Background: an optimization exercise with open tools, aiming at small area. Do not read the settings as production practice. Function was checked by simulation only, so behaviour that the tests miss may differ from the original. No activity file was given, so power comes from the tool's default toggle rates. No driver is modelled on the clock port, so clocking that relies on it looks cheaper here than on a real chip.

===== run.sh =====
#!/bin/bash
# synth_recipe.tcl (not shown) runs the flow's synth.tcl, then flattens the netlist and writes it again
# the make line also repeats each setting of config.mk as NAME=value (left out here)
make -C /OpenROAD-flow-scripts/flow DESIGN_CONFIG=/design/flow/config.mk WORK_HOME=/design/flow/orfs CLKGATE_MAP_FILE= SYNTH_SCRIPT=/design/flow/synth_recipe.tcl finish

===== config.mk =====
export PLATFORM = sky130hd
export DESIGN_NAME = regfile_mp_sb
export DESIGN_NICKNAME = regfile_mp_sb
export VERILOG_FILES = /design/flow/design.v
export SDC_FILE = /design/flow/constraint.sdc
export NUM_CORES = 4
export LEC_CHECK = 0
export CAP_MARGIN = 20
export CORE_MARGIN = 2
export CORE_UTILIZATION = 50
export CTS_BUF_LIST = sky130_fd_sc_hd__clkbuf_4 sky130_fd_sc_hd__clkbuf_8
export SLEW_MARGIN = 20
export SYNTH_HIERARCHICAL = 1

===== design.v =====
module rf_aoi3 (
    input  logic a0, b0, a1, b1, a2, b2,
    output logic y
);
    assign y = !((a0 && b0) || (a1 && b1) || (a2 && b2));
endmodule
module rf_ld (
    input  logic ld,
    input  logic hold,
    input  logic d,
    input  logic q,
    output logic y
);
    assign y = (ld && d) || (hold && q);
endmodule
module rf_nand4 (
    input  logic a, b, c, d,
    output logic y
);
    assign y = !(a && b && c && d);
endmodule
module rf_nand2 (
    input  logic a, b,
    output logic y
);
    assign y = !(a && b);
endmodule
module rf_and4 (
    input  logic a, b, c, d,
    output logic y
);
    assign y = a && b && c && d;
endmodule
module rf_oai21 (
    input  logic a0, a1, b,
    output logic y
);
    assign y = !((a0 || a1) && b);
endmodule
module rf_ldsel (
    input  logic a, an, b, bn,
    output logic ld, hold
);
    assign hold = !(a && b);
    assign ld   = !(an || bn);
endmodule
module rf_rdbit #(
    parameter int N = 31
) (
    input  logic [N-1:0] d,
    input  logic [N-1:0] s,
    input  logic         byp,
    input  logic         nbyp,
    input  logic         w,
    output logic         y
);
    localparam int G = N / 3;
    logic [G-1:0] g;
    for (genvar k = 0; k < G; k++) begin : g_aoi
        rf_aoi3 u_aoi (
            .a0(s[3*k]),   .b0(d[3*k]),
            .a1(s[3*k+1]), .b1(d[3*k+1]),
            .a2(s[3*k+2]), .b2(d[3*k+2]),
            .y(g[k])
        );
    end
    if (N == 31) begin : g_t31
        logic n, a, p0, p1, z, bw;
        rf_nand2 u_n  (.a(s[30]), .b(d[30]), .y(n));
        rf_and4  u_a  (.a(g[0]), .b(g[1]), .c(g[2]), .d(g[3]), .y(a));
        rf_nand4 u_p0 (.a(a), .b(g[4]), .c(g[5]), .d(g[6]), .y(p0));
        rf_nand4 u_p1 (.a(g[7]), .b(g[8]), .c(g[9]), .d(n), .y(p1));
        rf_oai21 u_z  (.a0(p0), .a1(p1), .b(nbyp), .y(z));
        rf_nand2 u_bw (.a(byp), .b(w), .y(bw));
        rf_nand2 u_y  (.a(z), .b(bw), .y(y));
    end else begin : g_tn
        logic rest;
        always_comb begin
            rest = 1'b1;
            for (int j = 3*G; j < N; j++)
                rest = rest && !(s[j] && d[j]);
        end
        assign y = byp ? w : !(&g && rest);
    end
endmodule
module regfile_mp_sb #(
    parameter int DATA_W   = 32,
    parameter int ADDR_W   = 5,
    parameter int NREAD    = 2,
    parameter int ZERO_REG = 1,
    parameter int BYPASS   = 1
) (
    input  logic                    Clk,
    input  logic                    Reset,
    input  logic                    we,
    input  logic [ADDR_W-1:0]       wa,
    input  logic [DATA_W-1:0]       wd,
    input  logic [DATA_W/8-1:0]     wbe,
    input  logic [NREAD*ADDR_W-1:0] ra,
    output logic [NREAD*DATA_W-1:0] rdata,
    output logic [NREAD-1:0]        rready,
    input  logic                    iss_valid,
    input  logic [ADDR_W-1:0]       iss_rd,
    output logic [ADDR_W:0]         busy_cnt
);
    localparam int DEPTH = 2**ADDR_W;
    localparam int NB    = DATA_W/8;
    localparam int R0    = (ZERO_REG != 0) ? 1 : 0;    
    localparam int NR    = DEPTH - R0;                 
    logic [DATA_W-1:0] rf [DEPTH];
    logic [DEPTH-1:0]  busy;
    logic [DEPTH-1:0]  wdec, idec;
    logic [DATA_W-1:0] dcol;
    logic [DEPTH-1:0]  wsel;           
    logic [NB-1:0]     bsel;           
    logic              wr_ok, iss_ok, inc, dec;
    assign wr_ok  = we && !(ZERO_REG != 0 && wa == '0);
    assign iss_ok = iss_valid && !(ZERO_REG != 0 && iss_rd == '0);
    assign dcol   = wd & {DATA_W{!Reset}};
    assign wsel   = wdec | {DEPTH{Reset}};
    assign bsel   = wbe | {NB{Reset}};
    always_comb begin
        for (int r = 0; r < DEPTH; r++) begin
            wdec[r] = (r >= R0) && we && wa == ADDR_W'(r);
            idec[r] = (r >= R0) && iss_valid && iss_rd == ADDR_W'(r);
        end
    end
    if (R0 == 1) begin : g_zero
        assign rf[0]   = '0;
        assign busy[0] = 1'b0;
    end
    for (genvar r = R0; r < DEPTH; r++) begin : g_row
        for (genvar i = 0; i < NB; i++) begin : g_byte
            logic       ld, hold;
            logic [7:0] q, nxt;
            rf_ldsel u_sel (.a(wsel[r]), .an(!wsel[r]), .b(bsel[i]), .bn(!bsel[i]),
                            .ld(ld), .hold(hold));
            for (genvar b = 0; b < 8; b++) begin : g_bit
                rf_ld u_ld (.ld(ld), .hold(hold), .d(dcol[8*i + b]), .q(q[b]), .y(nxt[b]));
            end
            always_ff @(posedge Clk)
                q <= nxt;
            assign rf[r][8*i +: 8] = q;
        end
        logic b;
        always_ff @(posedge Clk)
            if (Reset)
                b <= 1'b0;
            else
                b <= idec[r] || (b && !wdec[r]);
        assign busy[r] = b;
    end
    assign inc = |(idec & ~busy);
    assign dec = |(wdec & busy & ~idec);
    always_ff @(posedge Clk)
        if (Reset)
            busy_cnt <= '0;
        else
            busy_cnt <= busy_cnt + (ADDR_W+1)'(inc) - (ADDR_W+1)'(dec);
    for (genvar p = 0; p < NREAD; p++) begin : g_rd
        logic [ADDR_W-1:0] a;
        logic [NR-1:0]     sel;
        logic              hit;
        assign a   = ra[p*ADDR_W +: ADDR_W];
        assign hit = BYPASS != 0 && wr_ok && wa == a;
        always_comb
            for (int r = 0; r < NR; r++)
                sel[r] = a == ADDR_W'(r + R0);
        logic [NB-1:0] byp;
        assign byp = {NB{hit}} & wbe;
        for (genvar j = 0; j < DATA_W; j++) begin : g_bit
            logic [NR-1:0] col;
            for (genvar r = 0; r < NR; r++) begin : g_col
                assign col[r] = rf[r + R0][j];
            end
            rf_rdbit #(.N(NR)) u_bit (
                .d(col), .s(sel), .byp(byp[j/8]), .nbyp(!byp[j/8]), .w(wd[j]),
                .y(rdata[p*DATA_W + j])
            );
        end
        assign rready[p] = !(|(sel & busy[DEPTH-1:R0])) || hit;
    end
endmodule

===== constraint.sdc =====
create_clock -name core_clock -period 8.0 [get_ports {Clk}]
set_input_delay 1.6000 -clock core_clock [delete_from_list [all_inputs] [get_ports {Clk}]]
set_output_delay 1.6000 -clock core_clock [all_outputs]
set_load 0.01 [all_outputs]

==> results.toml, run 1 <==
[cts]
root_buffer = "clkbuf_8"
htreeDepth = 4
post-cts-setup-buffers = 0
cts_resized = 0
hold_buffers = 0
cts_tree = "done"
clock-sinks = 1029
clock_path_buffers = 3
clkTransAtPathRegs_ps = 50
clock_latency_ps = 860
cts_made_buffers = 171

[yosys]
synth_area_leader_cell = "dfxtp_1"
ys.flop_type = "dfxtp_1"
synth.area.top_cells = "dfxtp_1, a22o_1, a222oi_1, nand2_1, nor2_1"
syn_area_sq_um = 42700
synth_cell_type_count = 63
ys_seq_area_frac = 0.483
yosysWarnings = 8
synth_area_per_cell_sq_um = 10.7
postSynthCellCount = 4005
ys_seq_elements = 1029
synth_nets = 4072
async_flop_share = 0
yosysMostFrequentCell = "dfxtp_1"
synth_top_area_share = 0.483
ys_top_cells_by_count = "dfxtp_1, a22o_1, a222oi_1"
synth_edf_count = 0

[layout]
final_cells = 5634
layout-drive-gt1-share = 0.117
syn2layout_area_growth_pct = 17.0
final_nets = 4441

[routing]
drt_iter0_markers = 9816
ant_nets = 0
first_pass_iters = 12
drt-vias-per-instance = 7.72
wl_per_cell_um = 33.6
dr_total_vias = 43519
wl_mm = 189
drc = 0

[grt]
grt_overflow = 0
track_usage = 0.413
grt_max_degree = 54
antenna_found_initial = 3
grt_pass1_wl_mm = 271
first_global_vias = 39936

[pwr]
p_clk_frac = 0.380
p_leak_nw = 19.2
seq_power_share = 0.482
p_comb_frac = 0.138
switching_share = 0.289
ir_drop_mv = 0.162
internal_power_w = 0.00904
p_sw_w = 0.00368
total_power_w = 0.0127
p_per_area_nw_per_um2 = 255

[die]
fp.dieW_um = 296
ios = 132
core-area_sq_um = 84900
fp.dieArea_sq_um = 87700
placementRows = 107
die_h_um = 296
initial_core_util = 0.503

[worst_setup_path]
worstSetupEndpointType = "output port"
criticalPathCategory = "in -> out"
cp.arrival_ps = 5530
worstPathMaxFanout = 18
required_ps = 6400
slowest_stage = "nor2_2"
worstSetupStartpointType = "input pin"
crit_chain = "clkdlybuf4s50_1 -> inv_1 -> or3_1 -> nor2_2 -> buf_4 -> a222oi_1 -> and4_1 -> nand4_1 -> o21ai_1 -> nand2_1 -> clkdlybuf4s50_1"
critPathMostFrequentCell = "clkdlybuf4s50_1"
reg2reg_slack_ps = 4620
max_stage_delay_ps = 890

[sta]
worst_slack_ps = 867
fin_crit_ps = 7130
min_period_over_period = 0.892
whs_ps = 496
finalSetupViolations = 0
finalMaxSlewViolations = 0
hold_viol_final = 0
fmaxAchievable_mhz = 140
worstMarginPinSlew_ps = 1180
tns_ps = 0
slew_headroom = 0.214
rsz0062_at_grt = "no"
clock_skew_ps = 29.8

[placed_design]
gp_congestion = 1.00
dp_hpwl_mm = 130
portBuffers = 131
dp_cells = 5345
pre_cts_ws_ps = 1020

[flow_run]
cap_violations = 0

[hold_path]
hold_path.class = "reg -> reg"

[run_status]
status = "timing/DRC/antenna clean"
[final timing paths]
| path | start | to | cells past startpoint |
|---|---|---|---|
| max | ra[0] | rdata[12] | 11 |
| min | g_row[24].g_byte[2].q[6] | g_row[24].g_byte[2].q[6] | 1 |
| max reg2reg | g_row[28].b | busy_cnt[5] | 13 |
| min reg2reg | g_row[24].g_byte[2].q[6] | g_row[24].g_byte[2].q[6] | 1 |
[state kept, by name, indices dropped and copies added (netlist names)]
signal	cells
busy_cnt	6
g_row.b	31
g_row.g_byte.q	992
[cell usage in the layout, fill, tap and decap left out, types with 60 or more instances in the layout]
cell type,n
inv_1,60
clkdlybuf4s50_1,130
clkbuf_8,207
nand4_1,135
and4_1,65
nor2_1,195
o21ai_1,65
a222oi_1,640
buf_4,125
dfxtp_1,1029
a22o_1,993
nand2_1,370
[modules after synthesis, one instance, submodules excluded, excerpt]
module / flops+latches / copies in the design / area (sq um) / cells
regfile_mp_sb: 1029 / 1 / 24300 / 1677
rf_aoi3: 0 / 640 / 10.0 / 1
rf_ldsel: 0 / 124 / 7.51 / 2
rf_nand4: 0 / 128 / 6.26 / 1
rf_oai21: 0 / 64 / 5.00 / 1
rf_nand2: 0 / 192 / 3.75 / 1
[stage by stage]
stage / util / cell area (sq um)
6_report: 0.589 / 50000
5_1_grt: 0.589 / 50000
4_1_cts: 0.588 / 49900
3_5_place_dp: 0.547 / 46500
3_3_place_gp: 0.547 / 46400
2_1_floorplan: - / 42700
[cell type report]
| type | instances | area [sq um] |
|---|---|---|
| fillers | 7532 | 34900 |
| clock buffers | 263 | 3270 |
| diodes | 4 | 10.0 |
| repair buffers | 258 | 2300 |
| well taps | 1144 | 1430 |
| multi-input cells | 2854 | 21900 |
| clock inverters | 22 | 214 |
| flip-flops and latches | 1029 | 20600 |
| inverters | 60 | 225 |
[metal layers]
metal,routed length [um],GRT usage,vias up,share of wire
met3,23700,0.0948,609,0.13
met1,72500,0.553,21080,0.38
li1,-,-,18270,-
met4,12600,0.250,0,0.067
met2,80200,0.603,3560,0.42
met5,0,0,-,0
[worst max-delay path: cells and delay by family]
family / cells / cell delay, ps
AND/OR/NAND/NOR: 5 / 2020
buffers and inverters: 4 / 1620
AO/OA/AOI/OAI: 2 / 260
[power groups by stage]
stage / logic, W / registers, W / clock network [W]
floorplan: 0.00102 / 0.00608 / 0
global placement: 0.00167 / 0.00621 / 0
detailed placement: 0.00169 / 0.00621 / 0
CTS: 0.00169 / 0.00611 / 0.00486
global route: 0.00183 / 0.00618 / 0.00509
finish: 0.00175 / 0.00614 / 0.00483
[logic make-up (layout without fill, tap and decap cells)]
family / Yosys count / after routing / synth area share
muxes: 15 / 15 / 0.00416
AOI/OAI and AO/OA: 1829 / 1829 / 0.382
and+or+nand+nor: 989 / 989 / 0.114
buffers and inverters: 122 / 603 / 0.0116
adders and majority gates: 7 / 7 / 0.00223
xor gates and xnor gates: 14 / 14 / 0.00287
DFF: 1029 / 1029 / 0.483
other: 0 / 4 / 0
==> inputs of run 2 (changes only) <==
--- a/design.v
+++ b/design.v
@@ -26,2 +26,8 @@
     assign y = !(a && b);
+endmodule
+module rf_nor2 (
+    input  logic a, b,
+    output logic y
+);
+    assign y = !(a || b);
 endmodule
@@ -159,25 +165,38 @@
             busy_cnt <= busy_cnt + (ADDR_W+1)'(inc) - (ADDR_W+1)'(dec);
+    localparam int LO_W = ADDR_W / 2;
+    localparam int HI_W = ADDR_W - LO_W;
     for (genvar p = 0; p < NREAD; p++) begin : g_rd
-        logic [ADDR_W-1:0] a;
-        logic [NR-1:0]     sel;
-        logic              hit;
+        logic [ADDR_W-1:0]  a;
+        logic [2**LO_W-1:0] lo_n;
+        logic [2**HI_W-1:0] hi_n;
+        logic               hit;
+        logic [NB-1:0]      byp;
         assign a   = ra[p*ADDR_W +: ADDR_W];
         assign hit = BYPASS != 0 && wr_ok && wa == a;
-        always_comb
-            for (int r = 0; r < NR; r++)
-                sel[r] = a == ADDR_W'(r + R0);
-        logic [NB-1:0] byp;
         assign byp = {NB{hit}} & wbe;
-        for (genvar j = 0; j < DATA_W; j++) begin : g_bit
-            logic [NR-1:0] col;
-            for (genvar r = 0; r < NR; r++) begin : g_col
-                assign col[r] = rf[r + R0][j];
+        for (genvar k = 0; k < 2**LO_W; k++) begin : g_lo
+            assign lo_n[k] = a[LO_W-1:0] != LO_W'(k);
+        end
+        for (genvar k = 0; k < 2**HI_W; k++) begin : g_hi
+            assign hi_n[k] = a[ADDR_W-1:LO_W] != HI_W'(k);
+        end
+        for (genvar i = 0; i < NB; i++) begin : g_lane
+            logic [NR-1:0] sel;
+            for (genvar r = 0; r < NR; r++) begin : g_dec
+                rf_nor2 u_dec (.a(lo_n[(r + R0) % (2**LO_W)]), .b(hi_n[(r + R0) / (2**LO_W)]),
+                               .y(sel[r]));
             end
-            rf_rdbit #(.N(NR)) u_bit (
-                .d(col), .s(sel), .byp(byp[j/8]), .nbyp(!byp[j/8]), .w(wd[j]),
-                .y(rdata[p*DATA_W + j])
-            );
-        end
-        assign rready[p] = !(|(sel & busy[DEPTH-1:R0])) || hit;
-    end
-endmodule
+            for (genvar j = 8*i; j < 8*i + 8; j++) begin : g_bit
+                logic [NR-1:0] col;
+                for (genvar r = 0; r < NR; r++) begin : g_col
+                    assign col[r] = rf[r + R0][j];
+                end
+                rf_rdbit #(.N(NR)) u_bit (
+                    .d(col), .s(sel), .byp(byp[i]), .nbyp(!byp[i]), .w(wd[j]),
+                    .y(rdata[p*DATA_W + j])
+                );
+            end
+        end
+        assign rready[p] = busy[a] == 1'b0 || hit;
+    end
+endmodule
--- a/config.mk
+++ b/config.mk
@@ -9,4 +9,5 @@
 export CORE_MARGIN = 2
-export CORE_UTILIZATION = 50
-export CTS_BUF_LIST = sky130_fd_sc_hd__clkbuf_4 sky130_fd_sc_hd__clkbuf_8
+export CORE_UTILIZATION = 55
+export CTS_CLUSTER_DIAMETER = 100
+export CTS_CLUSTER_SIZE = 30
 export SLEW_MARGIN = 20
==> run 2 against run 1 <==
Global-route usage grew 3.5 points. Non-clock buffer count shrank 36. Setup slack lost 0.83 ps. Clock skew shrank 24 ps. Sequential power grew 0.7%. Utilization grew 2.8 points. Area after synthesis grew 1.3%. First-iteration DRC count grew 19%. Count of clock-buffer cells in the layout shrank 219. Clock power shrank 43%. Largest cell class unchanged.
==> results.toml, run 2 <==
[grt]
grt_max_degree = 40
grt_pass1_wl_mm = 272
antenna_found_initial = 14
grt_overflow = 0
first_global_vias = 39031
track_usage = 0.447

[cts]
cts_made_buffers = 42
post-cts-setup-buffers = 0
clkTransAtPathRegs_ps = 110
root_buffer = "clkbuf_16"
clock_latency_ps = 650
hold_buffers = 0
clock_path_buffers = 3
clock-sinks = 1029
htreeDepth = 2
cts_resized = 0
cts_tree = "done"

[hold_path]
hold_path.class = "reg -> reg"
holdCritStartpoint = "g_row[16].g_byte[2].q[0]"
hold-path-endpoint = "g_row[16].g_byte[2].q[0]"
whs_path_depth = 1

[sta]
rsz0062_at_grt = "no"
hold_viol_final = 0
slew_headroom = 0.219
worstMarginPinSlew_ps = 1170
clock_skew_ps = 6.00
fin_crit_ps = 7130
finalSetupViolations = 0
min_period_over_period = 0.892
fmaxAchievable_mhz = 140
tns_ps = 0
finalMaxSlewViolations = 0

[layout]
largest_reg_flops = 992
final_area_sq_um = 47800
syn2layout_area_growth_pct = 10.6
layout_common_cells = "dfxtp_1, a22o_1, a222oi_1"
final_cells = 5410
fillers = 6666
layout-drive-gt1-share = 0.0507
mostFrequentLayoutCell = "dfxtp_1"
largest-register = "g_row.g_byte.q"
top_regs = "g_row.g_byte.q x992, g_row.b x31, busy_cnt x6"
final_nets = 4413

[worst_setup_path]
criticalPathCategory = "in -> out"
reg2reg_slack_ps = 4910
required_ps = 6400
rr_startpoint = "g_row[31].b"
worstPathMaxFanout = 19
r2r_cells = 13
max_stage_delay_ps = 800
r2r_end = "busy_cnt[4]"
worstSetupStartpointType = "input pin"
slowest_stage = "nand2_2"
crit_chain = "clkdlybuf4s50_1 -> nand2_2 -> buf_4 -> nor2_1 -> a222oi_1 -> and4_1 -> nand4_1 -> o21ai_1 -> nand2_1 -> clkdlybuf4s50_1"
cp.arrival_ps = 5530
worstSetupEndpointType = "output port"
critPathMostFrequentCell = "clkdlybuf4s50_1"

[flow_run]
cap_violations = 0

[yosys]
synth_area_leader_cell = "dfxtp_1"
synth.area.top_cells = "dfxtp_1, a22o_1, a222oi_1, nor2_1, nand2_1"
yosysMostFrequentCell = "dfxtp_1"
synth_cell_type_count = 64
postSynthCellCount = 4131
synth_nets = 4198
async_flop_share = 0
synth_top_area_share = 0.476
synth_area_per_cell_sq_um = 10.5
syn_area_sq_um = 43200
synth_edf_count = 0
ys_top_cells_by_count = "dfxtp_1, a22o_1, a222oi_1"
ys_seq_area_frac = 0.476
ys_seq_elements = 1029
ys.flop_type = "dfxtp_1"
yosysWarnings = 8

[die]
ios = 132
fp.dieW_um = 284
initial_core_util = 0.557
die_h_um = 284
fp.dieArea_sq_um = 80900
core-area_sq_um = 77600
placementRows = 102

[routing]
dr_total_vias = 44528
drt-vias-per-instance = 8.23
wl_mm = 192
drc = 0
ant_nets = 0
wl_per_cell_um = 35.5
drt_iter0_markers = 11722
first_pass_iters = 15

[placed_design]
gp_congestion = 1.06
dp_hpwl_mm = 128
placed_area_sq_um = 46500
portBuffers = 131
dp_cells = 5341

[pwr]
p_per_area_nw_per_um2 = 224
ir_drop_mv = 0.208
p_leak_nw = 18.0

[run_status]
status = "timing/DRC/antenna clean"
==> run 2: cell count changes after synthesis, sizes merged, moves of 7 or more <==
| cell | change |
|---|---|
| nor2 | +166 |
| nand2b | -31 |
| nand2 | +30 |
| mux4 | +13 |
| nor3 | +12 |
| clkbuf | -10 |
| a22oi | -8 |
| inv | -8 |
| nand3 | -7 |
==> run 2: kinds of logic after synthesis <==
kind of cell | synth area share
mux | 0.0101
xor+xnor | 0.00284
simple gates | 0.128
buf+inv | 0.00995
compound gates | 0.371
fa+ha+maj | 0.00220
flops | 0.476
==> run 2: critical path, delay by kind of cell <==
kind | cells | cell delay (ps)
AO/OA/AOI/OAI | 2 | 760
AND/OR/NAND/NOR | 5 | 1700
buffers and inverters | 3 | 1460
==> run 2: worst max-delay path by stage <==
stage / to / cells after the start / slack, ps / start
2_1_floorplan: rdata[0] / 9 / 2510 / ra[1]
3_3_place_gp: rdata[11] / 10 / 1110 / ra[0]
3_5_place_dp: rdata[11] / 10 / 1130 / ra[0]
4_1_cts: rdata[11] / 10 / 1140 / ra[0]
5_1_grt: rdata[2] / 9 / 910 / ra[3]
6_report: rdata[11] / 10 / 870 / ra[0]
==> run 2: stage by stage <==
stage / utilization / total power, W / hold slack, ps / setup WS (ps)
after floorplan: - / 0.00711 / 460 / 2510
after global placement: 0.599 / 0.00792 / 473 / 1110
after detailed placement: 0.599 / 0.00795 / 477 / 1130
after CTS: 0.615 / 0.0106 / 508 / 1140
after global routing: 0.616 / 0.0110 / 525 / 914
final: 0.616 / 0.0107 / 511 / 866
==> run 2: Yosys stat by module (local to each module, per instance), excerpt <==
module | area, sq um | cells inside | flops+latches | copies in the design
rf_ld | 8.76 | 1 | 0 | 992
regfile_mp_sb | 23900 | 1555 | 1029 | 1
rf_aoi3 | 10.0 | 1 | 0 | 640
rf_nand2 | 3.75 | 1 | 0 | 192
rf_nand4 | 6.26 | 1 | 0 | 128
rf_ldsel | 7.51 | 2 | 0 | 124
rf_and4 | 8.76 | 1 | 0 | 64
rf_nor2 | 3.75 | 1 | 0 | 248
rf_oai21 | 5.00 | 1 | 0 | 64
==> run 2: report_power, final <==
group          leakage [nW]  switching, W  internal, W  total (W)
combinational          8.87       0.00106     0.000723    0.00179
clock                 0.609       0.00171      0.00105    0.00276
sequential             8.54      0.000517      0.00566    0.00618
==> run 2: layout make-up <==
| cell class | instances | area [sq um] | share of cell area |
|---|---|---|---|
| flip-flops and latches | 1029 | 20600 | 0.431 |
| well taps | 1040 | 1300 | 0.0272 |
| clock buffers | 44 | 1090 | 0.0228 |
| inverters | 52 | 195 | 0.00408 |
| multi-input cells | 2999 | 22400 | 0.468 |
| clock inverters | 10 | 158 | 0.00330 |
| repair buffers | 222 | 2070 | 0.0432 |
| diodes | 14 | 35.0 | 0.000733 |
==> run 2: metal layers <==
layer  track usage  part of all wire
met1         0.602              0.37
met2         0.610              0.40
met3         0.164              0.16
met4         0.258             0.068
met5        0.0119           0.00096
==> inputs of run 3 (changes only) <==
--- a/design.v
+++ b/design.v
@@ -46,7 +46,9 @@
 module rf_ldsel (
-    input  logic a, an, b, bn,
+    input  logic an, bn, rst,
     output logic ld, hold
 );
-    assign hold = !(a && b);
-    assign ld   = !(an || bn);
+    logic l;
+    rf_nor2 u_ld   (.a(an), .b(bn), .y(l));
+    rf_nor2 u_hold (.a(l), .b(rst), .y(hold));
+    assign ld = l;
 endmodule
@@ -118,5 +120,2 @@
     logic [DEPTH-1:0]  wdec, idec;
-    logic [DATA_W-1:0] dcol;
-    logic [DEPTH-1:0]  wsel;           
-    logic [NB-1:0]     bsel;           
     logic              wr_ok, iss_ok, inc, dec;
@@ -124,10 +123,5 @@
     assign iss_ok = iss_valid && !(ZERO_REG != 0 && iss_rd == '0);
-    assign dcol   = wd & {DATA_W{!Reset}};
-    assign wsel   = wdec | {DEPTH{Reset}};
-    assign bsel   = wbe | {NB{Reset}};
-    always_comb begin
-        for (int r = 0; r < DEPTH; r++) begin
-            wdec[r] = (r >= R0) && we && wa == ADDR_W'(r);
-            idec[r] = (r >= R0) && iss_valid && iss_rd == ADDR_W'(r);
-        end
+    for (genvar r = 0; r < DEPTH; r++) begin : g_dec
+        assign wdec[r] = (r >= R0) && we && !Reset && wa == ADDR_W'(r);
+        assign idec[r] = (r >= R0) && iss_valid && iss_rd == ADDR_W'(r);
     end
@@ -141,6 +135,5 @@
             logic [7:0] q, nxt;
-            rf_ldsel u_sel (.a(wsel[r]), .an(!wsel[r]), .b(bsel[i]), .bn(!bsel[i]),
-                            .ld(ld), .hold(hold));
+            rf_ldsel u_sel (.an(!wdec[r]), .bn(!wbe[i]), .rst(Reset), .ld(ld), .hold(hold));
             for (genvar b = 0; b < 8; b++) begin : g_bit
-                rf_ld u_ld (.ld(ld), .hold(hold), .d(dcol[8*i + b]), .q(q[b]), .y(nxt[b]));
+                rf_ld u_ld (.ld(ld), .hold(hold), .d(wd[8*i + b]), .q(q[b]), .y(nxt[b]));
             end
@@ -158,4 +151,13 @@
     end
-    assign inc = |(idec & ~busy);
-    assign dec = |(wdec & busy & ~idec);
+    logic ib, wb, same;
+    rf_rdbit #(.N(NR)) u_ib (
+        .d(busy[DEPTH-1:R0]), .s(idec[DEPTH-1:R0]), .byp(!iss_valid), .nbyp(iss_valid),
+        .w(!iss_valid), .y(ib)
+    );
+    rf_rdbit #(.N(NR)) u_wb (
+        .d(busy[DEPTH-1:R0]), .s(wdec[DEPTH-1:R0]), .byp(!we), .nbyp(we), .w(we), .y(wb)
+    );
+    assign same = iss_rd == wa;
+    assign inc  = iss_ok && !ib;
+    assign dec  = wb && !(iss_ok && same);
     always_ff @(posedge Clk)
@@ -199,4 +201,8 @@
         end
-        assign rready[p] = busy[a] == 1'b0 || hit;
-    end
-endmodule
+        logic nb;
+        rf_rdbit #(.N(NR)) u_busy (
+            .d(busy[DEPTH-1:R0]), .s(g_lane[0].sel), .byp(hit), .nbyp(!hit), .w(!hit), .y(nb)
+        );
+        assign rready[p] = !nb;
+    end
+endmodule
==> flow/run.sh (new file) <==
#!/bin/bash
# Layout flow: the standard ORFS flow (standard.sh, unchanged synthesis and steps) with
# two placement/CTS arguments changed:
#  - port buffers use the smallest buffer, sky130_fd_sc_hd__buf_1 (every port still gets one);
#  - clock tree synthesis clusters up to 25 sinks within 100 um per leaf buffer and inserts no
#    dummy loads.
set -euo pipefail
export BUFFER_PORTS_ARGS="-buffer_cell sky130_fd_sc_hd__buf_1"
export CTS_ARGS="-sink_clustering_enable -repair_clock_nets -dont_use_dummy_load -sink_clustering_size 25 -sink_clustering_max_diameter 100"
bash standard.sh > standard.log 2>&1
==> standard.sh (new file) <==
#!/bin/bash
# synth_recipe.tcl (not shown) runs the flow's synth.tcl, then flattens the netlist and writes it again
# the make line also repeats each setting of config.mk as NAME=value (left out here)
make -C /OpenROAD-flow-scripts/flow DESIGN_CONFIG=/design/flow/config.mk WORK_HOME=/design/flow/orfs CLKGATE_MAP_FILE= SYNTH_SCRIPT=/design/flow/synth_recipe.tcl "${@:-finish}"
--- a/config.mk
+++ b/config.mk
@@ -9,5 +9,5 @@
 export CORE_MARGIN = 2
-export CORE_UTILIZATION = 55
+export CORE_UTILIZATION = 50
 export CTS_CLUSTER_DIAMETER = 100
-export CTS_CLUSTER_SIZE = 30
+export CTS_CLUSTER_SIZE = 25
 export SLEW_MARGIN = 20
removed: run.sh
==> run 3 against run 2 <==
Still clean. Wire length is 5.9% lower. Setup slack better by 600 ps. Cell area is 3.8% lower. Count of clock-buffer cells in the layout is 3 higher.
==> results.toml, run 3 <==
[run_status]
status = "timing/DRC/antenna clean"

[die]
placementRows = 106
ios = 132
core-area_sq_um = 83800
initial_core_util = 0.506
fp.dieArea_sq_um = 87100
die_h_um = 295
fp.dieW_um = 295

[sta]
finalMaxSlewViolations = 0
fmaxAchievable_mhz = 153
tns_ps = 0
hold_viol_final = 0
min_period_over_period = 0.817
clock_skew_ps = 19.1
fin_crit_ps = 6530
worstMarginPinSlew_ps = 1190
rsz0062_at_grt = "no"
slew_headroom = 0.208
finalSetupViolations = 0
whs_ps = 502

[yosys]
synth_top_area_share = 0.486
ys.flop_type = "dfxtp_1"
ys_top_cells_by_count = "dfxtp_1, a22o_1, a222oi_1"
synth_area_per_cell_sq_um = 10.5
async_flop_share = 0
syn_area_sq_um = 42400
synth_edf_count = 0
synth.area.top_cells = "dfxtp_1, a22o_1, a222oi_1, nor2_1, nand2_1"
synth_cell_type_count = 36
ys_seq_area_frac = 0.486
postSynthCellCount = 4039
ys_seq_elements = 1029
synth_area_leader_cell = "dfxtp_1"
synth_nets = 4106
yosysMostFrequentCell = "dfxtp_1"
yosysWarnings = 8

[routing]
drc = 0
top_layer = "met5"
first_pass_iters = 14
wl_met3_mm = 23.7
dr_total_vias = 42129
drt_iter0_markers = 9591
drt-vias-per-instance = 7.80
wl_mm = 181
route.met2.wl_mm = 73.0
ant_nets = 0
wl_per_cell_um = 33.5
met1_length_mm = 74.0

[worst_setup_path]
rr_startpoint = "g_row[1].b"
slowest_stage = "a222oi_1"
worstSetupEndpointType = "output port"
worstPathMaxFanout = 11
startpoint = "ra[6]"
worst-path-buf-inv = 3
r2r_end = "busy_cnt[4]"
r2r_cells = 14
worstSetupStartpointType = "input pin"
critPathMostFrequentCell = "buf_1"
crit_family = "simple AND/OR/NAND/NOR gates"
max_stage_delay_ps = 780
criticalPathCategory = "in -> out"
cp.arrival_ps = 4930
crit_chain = "buf_1 -> nand2b_2 -> buf_4 -> nor2_1 -> a222oi_1 -> and4_1 -> nand4_1 -> o21ai_1 -> nand2_1 -> buf_1"
required_ps = 6400
reg2reg_slack_ps = 4680

[cts]
cts_made_buffers = 47
htreeDepth = 2
clock_path_buffers = 3
post-cts-setup-buffers = 0
cts_tree = "done"
root_buffer = "clkbuf_16"
clock_latency_ps = 640
clkTransAtPathRegs_ps = 90
clock-sinks = 1029
cts_resized = 0
hold_buffers = 0

[flow_run]
cap_violations = 0

[layout]
largest-register = "g_row.g_byte.q"
top_regs = "g_row.g_byte.q x992, g_row.b x31, busy_cnt x6"
mostFrequentLayoutCell = "dfxtp_1"
layout-drive-gt1-share = 0.0388
fin_util = 0.549
largest_reg_flops = 992
fillers = 7570
final_nets = 4324
seq_area_sq_um = 20600
syn2layout_area_growth_pct = 8.54
multi_input_area_sq_um = 21500
final_area_sq_um = 46000
layout_common_cells = "dfxtp_1, a22o_1, a222oi_1"

[hold_path]
holdCritStartpoint = "g_row[26].g_byte[3].q[5]"
hold-path-endpoint = "g_row[26].g_byte[3].q[5]"
hold_path.class = "reg -> reg"
whs_path_depth = 1

[placed_design]
portBuffers = 131
placed_area_sq_um = 44800
dp_hpwl_mm = 121
gp_congestion = 1.01

[grt]
antenna_found_initial = 14
grt_overflow = 0
grt_pass1_wl_mm = 261
first_global_vias = 37741
grt_max_degree = 138
track_usage = 0.396

[pwr]
p_per_area_nw_per_um2 = 185
ir_drop_mv = 0.157
p_leak_nw = 16.3
total_power_w = 0.00853
-- run 3: cell count changes after synthesis, sizes merged, moves of 6 or more --
cell	delta
buf	-13
o2111ai	-19
a222oi	+40
nor3	-17
nand4b	-6
o21ai	+10
clkbuf	-13
nor2b	-28
or2	-7
mux2i	-8
inv	+29
nor2	+106
mux4	-15
nand2	-132
-- run 3: layout make-up --
cell class,instances,area share
timing repair buffer,194,0.0222
multi-input combinational,2904,0.466
antenna,12,0.000653
tap,1134,0.0308
clock buffer,47,0.0256
sequential,1029,0.448
inverter,81,0.00661
-- run 3: power by group --
group          internal (W)  switching, W  total [W]  leakage (nW)
registers           0.00515     0.0000339    0.00519          8.29
clock network       0.00106       0.00166    0.00271         0.579
logic              0.000127      0.000507   0.000635          7.42
-- run 3: how the worst max path moves through the flow --
| stage | slack (ps) | depth (start not counted) | endpoint |
|---|---|---|---|
| final | 1470 | 10 | rdata[40] |
| after floorplan | 2980 | 9 | rready[1] |
| after detailed placement | 1760 | 10 | rdata[3] |
| after CTS | 1760 | 10 | rdata[3] |
| after global routing | 1570 | 10 | rdata[56] |
| after global placement | 1750 | 10 | rdata[35] |
-- run 3: routing by layer --
layer / track usage / vias up
met2: 0.557 / 3282
met1: 0.567 / 20278
met5: 0 / -
li1: - / 17979
met4: 0.190 / 10
met3: 0.0929 / 580
-- run 3: logic make-up after synthesis --
logic type,after synthesis,share of synthesized area
xor+xnor,19,0.00393
buf+inv,106,0.00968
simple gates,1074,0.116
compound gates,1804,0.382
fa+ha+maj,7,0.00224
flops,1029,0.486
-- run 3: per-stage QoR --
step	instances	setup WS, ps
after floorplan	4039	2980
after global placement	5342	1750
after detailed placement	5342	1760
after CTS	5389	1760
after global routing	5393	1570
final	5401	1470
-- run 3: worst register-to-register path, stage by stage, from the launching register on --
cell and delay (ps):
dfxtp_1 400, a222oi_1 370, and4_1 270, nand4_1 130, o21ai_1 180, nand2_1 70
nand3b_1 150, ha_1 290, inv_1 90, ha_1 240, fa_1 420, a21o_1 200
a21oi_1 170, xor2_1 150, nor2_1 50
-- run 3: per-module statistics from Yosys (local to each module, per instance), excerpt --
module / copies in the design / area (sq um) / flops+latches / cells
rf_nand2: 204 / 3.75 / 0 / 1
rf_ld: 992 / 8.76 / 0 / 1
rf_and4: 68 / 8.76 / 0 / 1
rf_nand4: 136 / 6.26 / 0 / 1
rf_oai21: 68 / 5.00 / 0 / 1
rf_aoi3: 680 / 10.0 / 0 / 1
regfile_mp_sb: 1 / 22500 / 1029 / 1395
rf_nor2: 496 / 3.75 / 0 / 1
==> inputs of run 4 (changes only) <==
--- a/design.v
+++ b/design.v
@@ -184,3 +184,3 @@
         end
-        for (genvar i = 0; i < NB; i++) begin : g_lane
+        for (genvar h = 0; h < (NB + 1) / 2; h++) begin : g_half
             logic [NR-1:0] sel;
@@ -190,2 +190,4 @@
             end
+        end
+        for (genvar i = 0; i < NB; i++) begin : g_lane
             for (genvar j = 8*i; j < 8*i + 8; j++) begin : g_bit
@@ -196,3 +198,3 @@
                 rf_rdbit #(.N(NR)) u_bit (
-                    .d(col), .s(sel), .byp(byp[i]), .nbyp(!byp[i]), .w(wd[j]),
+                    .d(col), .s(g_half[i/2].sel), .byp(byp[i]), .nbyp(!byp[i]), .w(wd[j]),
                     .y(rdata[p*DATA_W + j])
@@ -203,3 +205,3 @@
         rf_rdbit #(.N(NR)) u_busy (
-            .d(busy[DEPTH-1:R0]), .s(g_lane[0].sel), .byp(hit), .nbyp(!hit), .w(!hit), .y(nb)
+            .d(busy[DEPTH-1:R0]), .s(g_half[0].sel), .byp(hit), .nbyp(!hit), .w(!hit), .y(nb)
         );
==> run 4 against run 3 <==
Critical path depth unchanged. Sequential power about the same. Cell area rose by 0.12%. Sequential share of layout area shrank 0.055 points. Clock power hardly changed. Highest routed layer unchanged. Setup slack gained 230 ps. Sequential cell count is the same. Worst hold slack better by 0.54 ps. Non-clock buffer count up 75. Combinational power fell by 5.7%. Critical path type unchanged. Wire length down 1.4%.
==> results.toml, run 4 <==
[routing]
drt-vias-per-instance = 7.79
ant_nets = 0
drt_iter0_markers = 9438
wl_per_cell_um = 33.7
first_pass_iters = 17
drc = 0
wl_mm = 178
dr_total_vias = 41251

[sta]
tns_ps = 0
fin_crit_ps = 6300
rsz0062_at_grt = "no"
fmaxAchievable_mhz = 159
worstMarginPinSlew_ps = 1190
finalSetupViolations = 0
whs_ps = 503
finalMaxSlewViolations = 0
clock_skew_ps = 26.7
slew_headroom = 0.197
hold_viol_final = 0
min_period_over_period = 0.788
worst_slack_ps = 1700

[layout]
layout-drive-gt1-share = 0.0618
top_regs = "g_row.g_byte.q x992, g_row.b x31, busy_cnt x6"
fillers = 7438
seq_area_sq_um = 20600
syn2layout_area_growth_pct = 9.88
largest_reg_flops = 992
multi_input_area_sq_um = 21000
largest-register = "g_row.g_byte.q"
final_nets = 4275
fin_util = 0.553
mostFrequentLayoutCell = "dfxtp_1"
layout_common_cells = "dfxtp_1, a22o_1, a222oi_1"
final_cells = 5298

[placed_design]
portBuffers = 131
dp_hpwl_mm = 122
pre_cts_ws_ps = 1780
gp_congestion = 1.01
dp_cells = 5239

[worst_setup_path]
required_ps = 6400
startpoint = "ra[7]"
r2r_end = "busy_cnt[4]"
reg2reg_slack_ps = 4570
worstSetupStartpointType = "input pin"
rr_startpoint = "g_row[10].b"
criticalPathCategory = "in -> out"
worstSetupEndpointType = "output port"
r2r_cells = 14
worstPathMaxFanout = 16
cp.arrival_ps = 4700

[pwr]
p_comb_frac = 0.071
p_clk_frac = 0.319
internal_power_w = 0.00634
ir_drop_mv = 0.185
p_sw_w = 0.00216
switching_share = 0.254
p_per_area_nw_per_um2 = 184
seq_power_share = 0.610
p_leak_nw = 16.6

[yosys]
ys_seq_elements = 1029
synth_area_per_cell_sq_um = 10.7
synth_cell_type_count = 36
synth_top_area_share = 0.491
ys.flop_type = "dfxtp_1"
async_flop_share = 0
synth_nets = 3982
yosysWarnings = 8
ys_top_cells_by_count = "dfxtp_1, a22o_1, a222oi_1"
synth_edf_count = 0
synth.area.top_cells = "dfxtp_1, a22o_1, a222oi_1, nor2_1, nand2_1"
postSynthCellCount = 3915
ys_seq_area_frac = 0.491
yosysMostFrequentCell = "dfxtp_1"
synth_area_leader_cell = "dfxtp_1"
syn_area_sq_um = 41900

[die]
placementRows = 106
fp.dieArea_sq_um = 86200
die_h_um = 294
initial_core_util = 0.503
core-area_sq_um = 83300
ios = 132
fp.dieW_um = 294

[grt]
first_global_vias = 38074
grt_overflow = 0
grt_pass1_wl_mm = 257
busiest_layer = "met2"
use_met2 = 0.612
use_met1 = 0.511
antenna_found_initial = 15
track_usage = 0.392
grt_max_degree = 48
grtUsageMet3 = 0.0619

[cts]
post-cts-setup-buffers = 0
clock_latency_ps = 640
htreeDepth = 2
cts_tree = "done"
cts_made_buffers = 47
clkTransAtPathRegs_ps = 90
clock-sinks = 1029
clock_path_buffers = 3
cts_resized = 0
root_buffer = "clkbuf_16"
hold_buffers = 0

[run_status]
status = "timing/DRC/antenna clean"

[flow_run]
cap_violations = 0

[hold_path]
holdCritStartpoint = "g_row[2].g_byte[3].q[0]"
whs_path_depth = 1
hold-path-endpoint = "g_row[2].g_byte[3].q[0]"
hold_path.class = "reg -> reg"
[run 4: cell types whose count changed in the layout (fill, tap and decap cells not counted), moves of 2 or more]
cell	delta
nor2_1	-153
buf_4	+76
nor2_2	+29
nand2b_1	+4
nand2b_2	-4
nor4_1	+3
nor4_2	-3
nand2_1	+2
nand2_2	-2
[run 4: how the worst max path moves through the flow]
stage | cells past startpoint | endpoint | slack, ps
2_1_floorplan | 9 | rready[1] | 2760
3_3_place_gp | 9 | rdata[1] | 1550
3_5_place_dp | 8 | rdata[24] | 1780
4_1_cts | 8 | rdata[24] | 1780
5_1_grt | 8 | rdata[8] | 1670
6_report | 10 | rdata[49] | 1700
[run 4: critical path, stage by stage]
cell      delay, ps
buf_1           360
or3_1           450
nor2_1          160
buf_4           260
a222oi_1        460
and4_1          440
nand4_1         440
o21ai_1         310
nand2_1          70
buf_1           120
[run 4: layout make-up]
type	instances	share of cell area
Antenna cell	12	0.000652
Clock buffer	47	0.0255
Tap cell	1080	0.0293
Multi-Input combinational cell	2780	0.457
Inverter	81	0.00660
Timing Repair Buffer	269	0.0341
Sequential cell	1029	0.447
[run 4: per-stage QoR]
step           power (W)  cell area [sq um]
2_1_floorplan    0.00556              41900
3_3_place_gp     0.00588              44800
3_5_place_dp     0.00588              44800
4_1_cts          0.00849              46000
5_1_grt          0.00872              46000
6_report         0.00849              46100
[run 4: logic make-up (layout without fill, tap and decap cells)]
logic type,count (synthesis),in the layout,share of synthesized area
AOI/OAI and AO/OA,1804,1804,0.386
buffers and inverters,106,397,0.00979
other,0,12,0
and+or+nand+nor,950,950,0.106
DFF,1029,1029,0.491
xor gates and xnor gates,19,19,0.00397
adders and majority gates,7,7,0.00227
[run 4: Yosys stat by module, one instance, submodules excluded, excerpt]
module | cells inside | cell area [sq um] | times used | flops+latches
rf_oai21 | 1 | 5.00 | 68 | 0
rf_aoi3 | 1 | 10.0 | 680 | 0
regfile_mp_sb | 1395 | 22500 | 1 | 1029
rf_and4 | 1 | 8.76 | 68 | 0
rf_nand2 | 1 | 3.75 | 204 | 0
rf_ld | 1 | 8.76 | 992 | 0
rf_nand4 | 1 | 6.26 | 136 | 0
rf_nor2 | 1 | 3.75 | 372 | 0
[run 4: metal layers]
metal / routed length (um) / part of all wire
met1: 67300 / 0.38
met2: 78800 / 0.44
met3: 19600 / 0.11
met4: 12600 / 0.070
met5: 36 / 0.00020
[run 4: power by group through the flow]
stage                     Combinational (W)  Sequential (W)  Clock (W)
after floorplan                    0.000263         0.00530          0
after CTS                          0.000577         0.00518    0.00273
after global routing               0.000629         0.00519    0.00290
after detailed placement           0.000575         0.00530          0
final                              0.000599         0.00518    0.00271
after global placement             0.000578         0.00530          0
==> inputs of run 5 (changes only) <==
==> flow/run.sh (replaced) <==
#!/bin/bash
# Layout flow: the standard ORFS flow (standard.sh, unchanged synthesis and steps) with
# two placement/CTS arguments changed:
#  - port buffers use the smallest buffer, sky130_fd_sc_hd__buf_1 (every port still gets one);
#  - clock tree synthesis clusters up to 28 sinks within 100 um per leaf buffer and inserts no
#    dummy loads.
set -euo pipefail
export BUFFER_PORTS_ARGS="-buffer_cell sky130_fd_sc_hd__buf_1"
export CTS_ARGS="-sink_clustering_enable -repair_clock_nets -dont_use_dummy_load -sink_clustering_size 28 -sink_clustering_max_diameter 100"
bash standard.sh > standard.log 2>&1
--- a/config.mk
+++ b/config.mk
@@ -7,3 +7,3 @@
 export LEC_CHECK = 0
-export CAP_MARGIN = 20
+export CAP_MARGIN = 10
 export CORE_MARGIN = 2
@@ -11,4 +11,4 @@
 export CTS_CLUSTER_DIAMETER = 100
-export CTS_CLUSTER_SIZE = 25
-export SLEW_MARGIN = 20
+export CTS_CLUSTER_SIZE = 28
+export SLEW_MARGIN = 10
 export SYNTH_HIERARCHICAL = 1
==> run 5 against run 4 <==
Count of clock-buffer cells in the layout decreased by 4. Critical path depth fell by 2. Sequential share of layout area up 0.15 points. Largest power group unchanged.
==> results.toml, run 5 <==
[placed_design]
portBuffers = 131
dp_hpwl_mm = 122
placed_area_sq_um = 44800
gp_congestion = 1.01

[cts]
cts_resized = 0
post-cts-setup-buffers = 0
hold_buffers = 0
root_buffer = "clkbuf_16"
htreeDepth = 2
cts_made_buffers = 43
cts_tree = "done"
clock_latency_ps = 630
clock-sinks = 1029
clkTransAtPathRegs_ps = 110
clock_path_buffers = 3

[hold_path]
hold-path-endpoint = "g_row[31].g_byte[0].q[7]"
hold_path.class = "reg -> reg"
holdCritStartpoint = "g_row[31].g_byte[0].q[7]"
whs_path_depth = 1

[worst_setup_path]
r2r_end = "busy_cnt[4]"
required_ps = 6400
rr_startpoint = "g_row[10].b"
r2r_cells = 14
worstSetupStartpointType = "input pin"
criticalPathCategory = "in -> out"
reg2reg_slack_ps = 4680
cp.arrival_ps = 4780
worstSetupEndpointType = "output port"
worstPathMaxFanout = 16

[routing]
drt-vias-per-instance = 7.80
first_pass_iters = 11
wl_per_cell_um = 33.7
dr_total_vias = 41304
drt_iter0_markers = 9617
ant_nets = 0
drc = 0
wl_mm = 178

[yosys]
ys_seq_elements = 1029
synth_area_leader_cell = "dfxtp_1"
ys_top_cells_by_count = "dfxtp_1, a22o_1, a222oi_1"
postSynthCellCount = 3915
synth_nets = 3982
synth_cell_type_count = 36
synth_top_area_share = 0.491
yosysWarnings = 8
synth_area_per_cell_sq_um = 10.7
synth.area.top_cells = "dfxtp_1, a22o_1, a222oi_1, nor2_1, nand2_1"
ys.flop_type = "dfxtp_1"
syn_area_sq_um = 41900
async_flop_share = 0
ys_seq_area_frac = 0.491
yosysMostFrequentCell = "dfxtp_1"
synth_edf_count = 0

[layout]
largest_reg_flops = 992
largest-register = "g_row.g_byte.q"
mostFrequentLayoutCell = "dfxtp_1"
multi_input_area_sq_um = 21000
final_nets = 4272
layout_common_cells = "dfxtp_1, a22o_1, a222oi_1"
syn2layout_area_growth_pct = 9.53
fillers = 7424
seq_area_sq_um = 20600
top_regs = "g_row.g_byte.q x992, g_row.b x31, busy_cnt x6"
layout-drive-gt1-share = 0.0573
fin_util = 0.551
final_area_sq_um = 45900

[sta]
finalSetupViolations = 0
finalMaxSlewViolations = 0
slew_headroom = 0.0942
clock_skew_ps = 26.4
fmaxAchievable_mhz = 157
hold_viol_final = 0
rsz0062_at_grt = "no"
min_period_over_period = 0.797
fin_crit_ps = 6380
worstMarginPinSlew_ps = 1350
tns_ps = 0

[pwr]
ir_drop_mv = 0.196
p_comb_frac = 0.071
p_sw_w = 0.00213
p_per_area_nw_per_um2 = 183
total_power_w = 0.00839
p_clk_frac = 0.311
switching_share = 0.254
seq_power_share = 0.618
p_leak_nw = 16.5
internal_power_w = 0.00625

[grt]
grtUsageMet3 = 0.0572
busiest_layer = "met2"
grt_pass1_wl_mm = 256
use_met1 = 0.515
track_usage = 0.392
first_global_vias = 37860
use_met2 = 0.605
antenna_found_initial = 17
grt_overflow = 0
grt_max_degree = 48

[die]
core-area_sq_um = 83300
placementRows = 106
ios = 132
initial_core_util = 0.503
die_h_um = 294
fp.dieArea_sq_um = 86200
fp.dieW_um = 294

[flow_run]
cap_violations = 0

[run_status]
status = "timing/DRC/antenna clean"
-- run 5: cell types whose count changed in the layout (fill, tap and decap cells not counted), sizes merged --
cell and delta:
clkbuf -4, buf +1
-- run 5: area by class of cell --
| cell class | count | share of cell area |
|---|---|---|
| Timing Repair Buffer | 270 | 0.0344 |
| Multi-Input combinational cell | 2780 | 0.457 |
| Inverter | 81 | 0.00662 |
| Sequential cell | 1029 | 0.449 |
| Antenna cell | 12 | 0.000654 |
| Tap cell | 1080 | 0.0294 |
| Clock buffer | 43 | 0.0234 |
-- run 5: cell families after synthesis --
| family | after synthesis | synth area share |
|---|---|---|
| AOI/OAI and AO/OA | 1804 | 0.386 |
| DFF | 1029 | 0.491 |
| xor gates and xnor gates | 19 | 0.00397 |
| buffers and inverters | 106 | 0.00979 |
| and+or+nand+nor | 950 | 0.106 |
| adders and majority gates | 7 | 0.00227 |
-- run 5: power by group through the flow --
stage | Sequential (W) | Combinational [W] | Clock (W)
CTS | 0.00518 | 0.000576 | 0.00263
global route | 0.00519 | 0.000627 | 0.00280
global placement | 0.00530 | 0.000578 | 0
detailed placement | 0.00530 | 0.000574 | 0
finish | 0.00518 | 0.000598 | 0.00260
floorplan | 0.00530 | 0.000263 | 0
-- run 5: worst max path at each step --
stage,from,to,slack [ps],cells after the start
global placement,ra[2],rdata[1],1550,9
floorplan,ra[7],rready[1],2760,9
global route,ra[2],rdata[22],1560,8
CTS,ra[2],rdata[1],1560,9
finish,ra[7],rdata[54],1620,8
detailed placement,ra[2],rdata[1],1560,9
-- run 5: per-stage QoR --
stage | setup WS, ps | hold WS (ps) | cells
2_1_floorplan | 2760 | 460 | 3915
3_3_place_gp | 1550 | 473 | 5239
3_5_place_dp | 1560 | 475 | 5239
4_1_cts | 1560 | 508 | 5282
5_1_grt | 1560 | 519 | 5286
6_report | 1620 | 507 | 5295
-- run 5: critical path: stages --
cell and delay (ps):
buf_1 350, nand3b_1 610, nor2_1 1190, a222oi_1 220, nand4_1 400, o21ai_1 150
nand2_1 100, buf_1 150
-- run 5: metal layers --
layer,routed length (um),share of wire
met1,67500,0.38
met2,78300,0.44
met3,19300,0.11
met4,13200,0.074
met5,131,0.00073
-- run 5: modules after synthesis (local to each module, per instance), a selection --
| module | flip-flops and latches | cells | cell area, sq um | times used |
|---|---|---|---|---|
| rf_nor2 | 0 | 1 | 3.75 | 372 |
| rf_aoi3 | 0 | 1 | 10.0 | 680 |
| regfile_mp_sb | 1029 | 1395 | 22500 | 1 |
| rf_oai21 | 0 | 1 | 5.00 | 68 |
| rf_and4 | 0 | 1 | 8.76 | 68 |
| rf_nand2 | 0 | 1 | 3.75 | 204 |
| rf_ld | 0 | 1 | 8.76 | 992 |
| rf_nand4 | 0 | 1 | 6.26 | 136 |
==> inputs of run 6 (changes only) <==
--- a/design.v
+++ b/design.v
@@ -184,3 +184,3 @@
         end
-        for (genvar h = 0; h < (NB + 1) / 2; h++) begin : g_half
+        for (genvar i = 0; i < NB; i++) begin : g_lane
             logic [NR-1:0] sel;
@@ -190,4 +190,2 @@
             end
-        end
-        for (genvar i = 0; i < NB; i++) begin : g_lane
             for (genvar j = 8*i; j < 8*i + 8; j++) begin : g_bit
@@ -198,3 +196,3 @@
                 rf_rdbit #(.N(NR)) u_bit (
-                    .d(col), .s(g_half[i/2].sel), .byp(byp[i]), .nbyp(!byp[i]), .w(wd[j]),
+                    .d(col), .s(sel), .byp(byp[i]), .nbyp(!byp[i]), .w(wd[j]),
                     .y(rdata[p*DATA_W + j])
@@ -205,3 +203,3 @@
         rf_rdbit #(.N(NR)) u_busy (
-            .d(busy[DEPTH-1:R0]), .s(g_half[0].sel), .byp(hit), .nbyp(!hit), .w(!hit), .y(nb)
+            .d(busy[DEPTH-1:R0]), .s(g_lane[0].sel), .byp(hit), .nbyp(!hit), .w(!hit), .y(nb)
         );
==> run 6 against run 5 <==
The layout now fails its checks (antenna violations). Sequential share of layout area hardly changed. Count of clock-buffer cells in the layout stayed put. Synthesized cell count is 3.2% higher. Final cell count is 2.0% higher. Worst hold slack worse by 2.0 ps. Global-route usage is 0.38 points higher. Wire length is 0.98% higher. Largest cell class unchanged.
==> results.toml, run 6 <==
[pwr]
p_leak_nw = 16.2
p_per_area_nw_per_um2 = 183
ir_drop_mv = 0.241

[placed_design]
gp_congestion = 1.01
dp_hpwl_mm = 121
dp_cells = 5342
placed_area_sq_um = 44800
portBuffers = 131

[sta]
whs_ps = 505
clock_skew_ps = 22.0
finalMaxSlewViolations = 0
worstMarginPinSlew_ps = 1310
min_period_over_period = 0.811
tns_ps = 0
finalSetupViolations = 0
fin_crit_ps = 6490
rsz0062_at_grt = "no"
hold_viol_final = 0
fmaxAchievable_mhz = 154
slew_headroom = 0.123

[worst_setup_path]
crit_chain = "buf_1 -> nand3b_1 -> buf_4 -> nor2_1 -> a222oi_1 -> and4_1 -> nand4_1 -> o21ai_1 -> nand2_1 -> buf_1"
worst-path-buf-inv = 3
criticalPathCategory = "in -> out"
critPathMostFrequentCell = "buf_1"
cp.arrival_ps = 4890
worstSetupStartpointType = "input pin"
worstSetupEndpointType = "output port"
crit_family = "simple AND/OR/NAND/NOR gates"
max_stage_delay_ps = 820
worstPathMaxFanout = 10
slowest_stage = "nand3b_1"
required_ps = 6400

[layout]
largest_reg_flops = 992
syn2layout_area_growth_pct = 8.31
final_nets = 4320
final_cells = 5401
largest-register = "g_row.g_byte.q"
mostFrequentLayoutCell = "dfxtp_1"
layout_common_cells = "dfxtp_1, a22o_1, a222oi_1"
layout-drive-gt1-share = 0.0379
top_regs = "g_row.g_byte.q x992, g_row.b x31, busy_cnt x6"
final_area_sq_um = 45900

[yosys]
ys_top_cells_by_count = "dfxtp_1, a22o_1, a222oi_1"
synth_top_area_share = 0.486
synth_cell_type_count = 36
synth_nets = 4106
ys_seq_elements = 1029
yosysMostFrequentCell = "dfxtp_1"
synth_edf_count = 0
syn_area_sq_um = 42400
synth.area.top_cells = "dfxtp_1, a22o_1, a222oi_1, nor2_1, nand2_1"
ys_seq_area_frac = 0.486
yosysWarnings = 8
synth_area_leader_cell = "dfxtp_1"
async_flop_share = 0
synth_area_per_cell_sq_um = 10.5
ys.flop_type = "dfxtp_1"
postSynthCellCount = 4039

[die]
fp.dieW_um = 295
core-area_sq_um = 83800
placementRows = 106
die_h_um = 295
fp.dieArea_sq_um = 87100
ios = 132
initial_core_util = 0.506

[routing]
wl_mm = 180
dr_total_vias = 42001
wl_per_cell_um = 33.4
drc = 0
first_pass_iters = 14
drt-vias-per-instance = 7.78
ant_nets = 1
drt_iter0_markers = 9467

[grt]
track_usage = 0.395
grt_overflow = 0
first_global_vias = 37542
antenna_found_initial = 14
grt_pass1_wl_mm = 260
grt_max_degree = 138

[cts]
clock_path_buffers = 3
clock_latency_ps = 640
cts_resized = 0
cts_made_buffers = 43
htreeDepth = 2
hold_buffers = 0
clkTransAtPathRegs_ps = 100
cts_tree = "done"
post-cts-setup-buffers = 0
clock-sinks = 1029
root_buffer = "clkbuf_16"

[hold_path]
hold_path.class = "reg -> reg"

[run_status]
status = "failed layout checks"
so.violations = "antenna violations"

[flow_run]
cap_violations = 0
==> run 6: cell types whose count changed in the layout (fill, tap and decap cells not counted), sizes merged <==
cell,delta
nor2,+124
buf,-76
diode,+4
==> run 6: worst paths after layout <==
kind | end | start | slack (ps) | cells after the start
setup / recovery | rdata[56] | ra[8] | 1510 | 10
setup reg to reg | busy_cnt[4] | g_row[1].b | 4730 | 14
hold reg to reg | g_row[26].g_byte[3].q[5] | g_row[26].g_byte[3].q[5] | 500 | 1
hold / removal | g_row[26].g_byte[3].q[5] | g_row[26].g_byte[3].q[5] | 500 | 1
==> run 6: where the power goes <==
part	internal, W	leakage, nW	switching, W
Sequential	0.00515	8.29	0.0000344
Combinational	0.000127	7.42	0.000506
Clock	0.000972	0.530	0.00163
Total	0.00625	16.2	0.00217
==> run 6: per-module statistics from Yosys (local to each module, per instance), excerpt <==
module         cells  cell area [sq um]
rf_nand4           1               6.26
rf_ld              1               8.76
rf_and4            1               8.76
rf_nor2            1               3.75
regfile_mp_sb   1395              22500
rf_oai21           1               5.00
==> run 6: area by class of cell <==
class,instances,area (sq um)
Multi-Input combinational cell,2904,21500
Inverter,81,304
Fill cell,7578,37900
Antenna cell,16,40.0
Tap cell,1134,1420
Clock buffer,43,1080
Sequential cell,1029,20600
Timing Repair Buffer,194,1020
==> run 6: routing by layer <==
metal  part of all wire  wire (um)  vias up  track usage
li1                   -          -    17965            -
met1               0.41      74100    20305        0.567
met2               0.41      73500     3195        0.557
met3               0.13      22900      524       0.0919
met4              0.053       9500       12        0.187
met5            0.00079        142        -      0.00665
==> run 6: metrics by stage <==
step	power, W	setup WS, ps	utilization
6_report	0.00842	1510	0.548
5_1_grt	0.00864	1600	0.547
4_1_cts	0.00842	1760	0.547
3_5_place_dp	0.00591	1760	0.534
3_3_place_gp	0.00591	1750	0.534
2_1_floorplan	0.00557	2980	-
==> run 6: worst register-to-register path: cells and delay by family (launching register included) <==
kind,cells,cell delay (ps)
adder cells (fa/ha/maj),3,940
AND/OR/NAND/NOR,5,650
XOR/XNOR,1,150
buffers and inverters,1,90
AO/OA/AOI/OAI,4,910
flip-flops,1,390
==> run 6: cells by family after synthesis <==
group	Yosys count	share of synthesized area
AOI/OAI and AO/OA	1804	0.382
xor gates and xnor gates	19	0.00393
adders and majority gates	7	0.00224
buffers and inverters	106	0.00968
DFF	1029	0.486
and+or+nand+nor	1074	0.116
==> inputs of run 7 (changes only) <==
==> flow/run.sh (replaced) <==
#!/bin/bash
# Layout flow: the standard ORFS flow (standard.sh, unchanged synthesis and steps) with
# two placement/CTS arguments changed:
#  - port buffers use the smallest buffer, sky130_fd_sc_hd__buf_1 (every port still gets one);
#  - clock tree synthesis clusters up to 30 sinks within 100 um per leaf buffer and inserts no
#    dummy loads.
set -euo pipefail
export BUFFER_PORTS_ARGS="-buffer_cell sky130_fd_sc_hd__buf_1"
export CTS_ARGS="-sink_clustering_enable -repair_clock_nets -dont_use_dummy_load -sink_clustering_size 30 -sink_clustering_max_diameter 100"
bash standard.sh > standard.log 2>&1
--- a/config.mk
+++ b/config.mk
@@ -7,3 +7,3 @@
 export LEC_CHECK = 0
-export CAP_MARGIN = 10
+export CAP_MARGIN = 0
 export CORE_MARGIN = 2
@@ -11,4 +11,4 @@
 export CTS_CLUSTER_DIAMETER = 100
-export CTS_CLUSTER_SIZE = 28
-export SLEW_MARGIN = 10
+export CTS_CLUSTER_SIZE = 30
+export SLEW_MARGIN = 0
 export SYNTH_HIERARCHICAL = 1
==> run 7 against run 6 <==
Now clean on timing, DRC and antenna. Critical path depth is the same. Cell area shrank 0.14%. Wire length is essentially flat. Clock skew grew 1.5 ps. Sequential share of layout area grew 0.064 points. Maximum frequency is essentially flat. Sequential cell count is the same. Critical endpoint is now rdata[62].
==> results.toml, run 7 <==
[run_status]
status = "timing/DRC/antenna clean"

[routing]
ant_nets = 0
drc = 0
wl_per_cell_um = 33.4
wl_mm = 180
drt_iter0_markers = 9692
first_pass_iters = 15
dr_total_vias = 42088
drt-vias-per-instance = 7.80

[yosys]
yosysWarnings = 8
ys_seq_area_frac = 0.486
synth_cell_type_count = 36
syn_area_sq_um = 42400
postSynthCellCount = 4039
synth_nets = 4106
synth_top_area_share = 0.486
async_flop_share = 0
ys_top_cells_by_count = "dfxtp_1, a22o_1, a222oi_1"
yosysMostFrequentCell = "dfxtp_1"
synth.area.top_cells = "dfxtp_1, a22o_1, a222oi_1, nor2_1, nand2_1"
ys.flop_type = "dfxtp_1"
synth_area_leader_cell = "dfxtp_1"
ys_seq_elements = 1029
synth_area_per_cell_sq_um = 10.5
synth_edf_count = 0

[cts]
htreeDepth = 2
clock_latency_ps = 650
post-cts-setup-buffers = 0
hold_buffers = 0
cts_made_buffers = 41
clock-sinks = 1029
root_buffer = "clkbuf_16"
cts_resized = 0
cts_tree = "done"
clkTransAtPathRegs_ps = 100
clock_path_buffers = 3

[sta]
finalSetupViolations = 0
fin_crit_ps = 6500
clock_skew_ps = 23.5
slew_headroom = 0.134
min_period_over_period = 0.812
hold_viol_final = 0
rsz0062_at_grt = "no"
fmaxAchievable_mhz = 154
tns_ps = 0
worstMarginPinSlew_ps = 1290
finalMaxSlewViolations = 0

[layout]
layout-drive-gt1-share = 0.0374
multi_input_area_sq_um = 21500
fillers = 7601
final_cells = 5393
largest-register = "g_row.g_byte.q"
top_regs = "g_row.g_byte.q x992, g_row.b x31, busy_cnt x6"
mostFrequentLayoutCell = "dfxtp_1"
largest_reg_flops = 992
layout_common_cells = "dfxtp_1, a22o_1, a222oi_1"
syn2layout_area_growth_pct = 8.16
final_nets = 4318
seq_area_sq_um = 20600

[placed_design]
gp_congestion = 1.01
portBuffers = 131
dp_hpwl_mm = 121
dp_cells = 5342

[worst_setup_path]
worstPathMaxFanout = 10
worstSetupStartpointType = "input pin"
crit_chain = "buf_1 -> nand3b_1 -> buf_4 -> nor2_1 -> a222oi_1 -> and4_1 -> nand4_1 -> o21ai_1 -> nand2_1 -> buf_1"
startpoint = "ra[8]"
rr_startpoint = "g_row[1].b"
required_ps = 6400
reg2reg_slack_ps = 4670
r2r_end = "busy_cnt[4]"
criticalPathCategory = "in -> out"
critical_path.endpoint = "rdata[62]"
crit_family = "simple AND/OR/NAND/NOR gates"
r2r_cells = 14
worstSetupEndpointType = "output port"
cp.arrival_ps = 4900
slowest_stage = "nand3b_1"
max_stage_delay_ps = 860
cp_num_cells = 10
critPathMostFrequentCell = "buf_1"
worst-path-buf-inv = 3

[die]
core-area_sq_um = 83800
ios = 132
die_h_um = 295
fp.dieArea_sq_um = 87100
initial_core_util = 0.506
fp.dieW_um = 295
placementRows = 106

[pwr]
ir_drop_mv = 0.222
p_per_area_nw_per_um2 = 183
p_leak_nw = 16.2

[grt]
grtUsageMet3 = 0.0902
first_global_vias = 37545
antenna_found_initial = 14
grt_overflow = 0
track_usage = 0.395
busiest_layer = "met1"
grt_pass1_wl_mm = 260
use_met1 = 0.567
use_met2 = 0.554
grt_max_degree = 138

[flow_run]
cap_violations = 0

[hold_path]
whs_path_depth = 1
holdCritStartpoint = "g_row[16].g_byte[2].q[7]"
hold_path.class = "reg -> reg"
==> run 7: worst min path at each step <==
stage / slack [ps] / to
after detailed placement: 480 / g_row[31].g_byte[0].q[3]
after CTS: 510 / g_row[31].g_byte[0].q[3]
after floorplan: 460 / g_row[10].g_byte[0].q[0]
after global routing: 530 / g_row[22].g_byte[1].q[2]
final: 510 / g_row[16].g_byte[2].q[7]
after global placement: 470 / g_row[16].g_byte[0].q[2]
==> run 7: area by class of cell <==
class / count / area share
inverters: 81 / 0.00663
clock buffers: 41 / 0.0224
multi-input cells: 2904 / 0.468
diodes: 10 / 0.000546
repair buffers: 194 / 0.0223
well taps: 1134 / 0.0309
flip-flops and latches: 1029 / 0.449
==> run 7: Yosys stat by module, one instance, submodules excluded, a selection <==
module	cell area, sq um	cells inside	times used
rf_nand2	3.75	1	204
rf_aoi3	10.0	1	680
rf_nor2	3.75	1	496
rf_oai21	5.00	1	68
rf_ld	8.76	1	992
rf_nand4	6.26	1	136
==> run 7: per-stage QoR <==
step | hold WS, ps | total power (W) | utilization | area (sq um) | setup WS [ps]
global placement | 474 | 0.00591 | 0.534 | 44800 | 1750
finish | 506 | 0.00837 | 0.547 | 45900 | 1500
CTS | 506 | 0.00837 | 0.547 | 45800 | 1760
global route | 526 | 0.00859 | 0.547 | 45800 | 1590
detailed placement | 477 | 0.00591 | 0.534 | 44800 | 1760
floorplan | 460 | 0.00557 | - | 42400 | 2980
==> run 7: worst register-to-register path, stage by stage, from the launching register on <==
cell	delay, ps
dfxtp_1	400
a222oi_1	370
and4_1	260
nand4_1	110
o21ai_1	180
nand2_1	70
nand3b_1	160
ha_1	290
inv_1	90
ha_1	240
fa_1	420
a21o_1	200
a21oi_1	170
xor2_1	150
nor2_1	50
==> run 7: logic make-up after synthesis <==
| family | synth area share |
|---|---|
| DFF | 0.486 |
| adders and majority gates | 0.00224 |
| AOI/OAI and AO/OA | 0.382 |
| buffers and inverters | 0.00968 |
| xor gates and xnor gates | 0.00393 |
| and+or+nand+nor | 0.116 |
==> run 7: where the power goes <==
part	switching [W]	total [W]	internal, W	leakage, nW
Sequential	0.0000341	0.00519	0.00515	8.29
Clock	0.00162	0.00255	0.000931	0.505
Combinational	0.000506	0.000633	0.000127	7.42
Total	0.00216	0.00837	0.00621	16.2
==> run 7: layer usage <==
layer,routed length (um),part of all wire
met2,72800,0.40
met5,71,0.00039
met3,23700,0.13
met1,73400,0.41
met4,10100,0.056

afterwards: timing with drivers on the ports:
No port has a modelled driver above. Below, the same layouts with a new extraction and two added sets of constraints.
Step 1 assumes that a clkbuf_16 drives the clock port and a buf_2 every other input.
Step 2, shift: input delay + t, output delay - t, t = (earliest + latest rising clock arrival at the registers) / 2. This alone moves slack from input paths to output paths.
Slacks: no drivers / after step 1 / after step 2; pairs: no drivers / after step 1.
run | t, ns | setup WS [ns] | pins driven straight from the clock port
run 1 | 0.913 | 0.867 / 0.793 / 0.793 | 1
run 2 | 0.710 | 0.866 / 0.842 / 0.842 | 1
run 3 | 0.706 | 1.465 / 1.440 / 1.440 | 1
run 4 | 0.713 | 1.695 / 1.549 / 1.549 | 1
run 5 | 0.692 | 1.622 / 1.480 / 1.480 | 1
run 6 | 0.714 | 1.510 / 1.478 / 1.478 | 1
run 7 | 0.704 | 1.504 / 1.471 / 1.471 | 1
The setup slack of run 4, which loses most, moves by -0.146 ns with the drivers and by -0.146 ns with both steps.
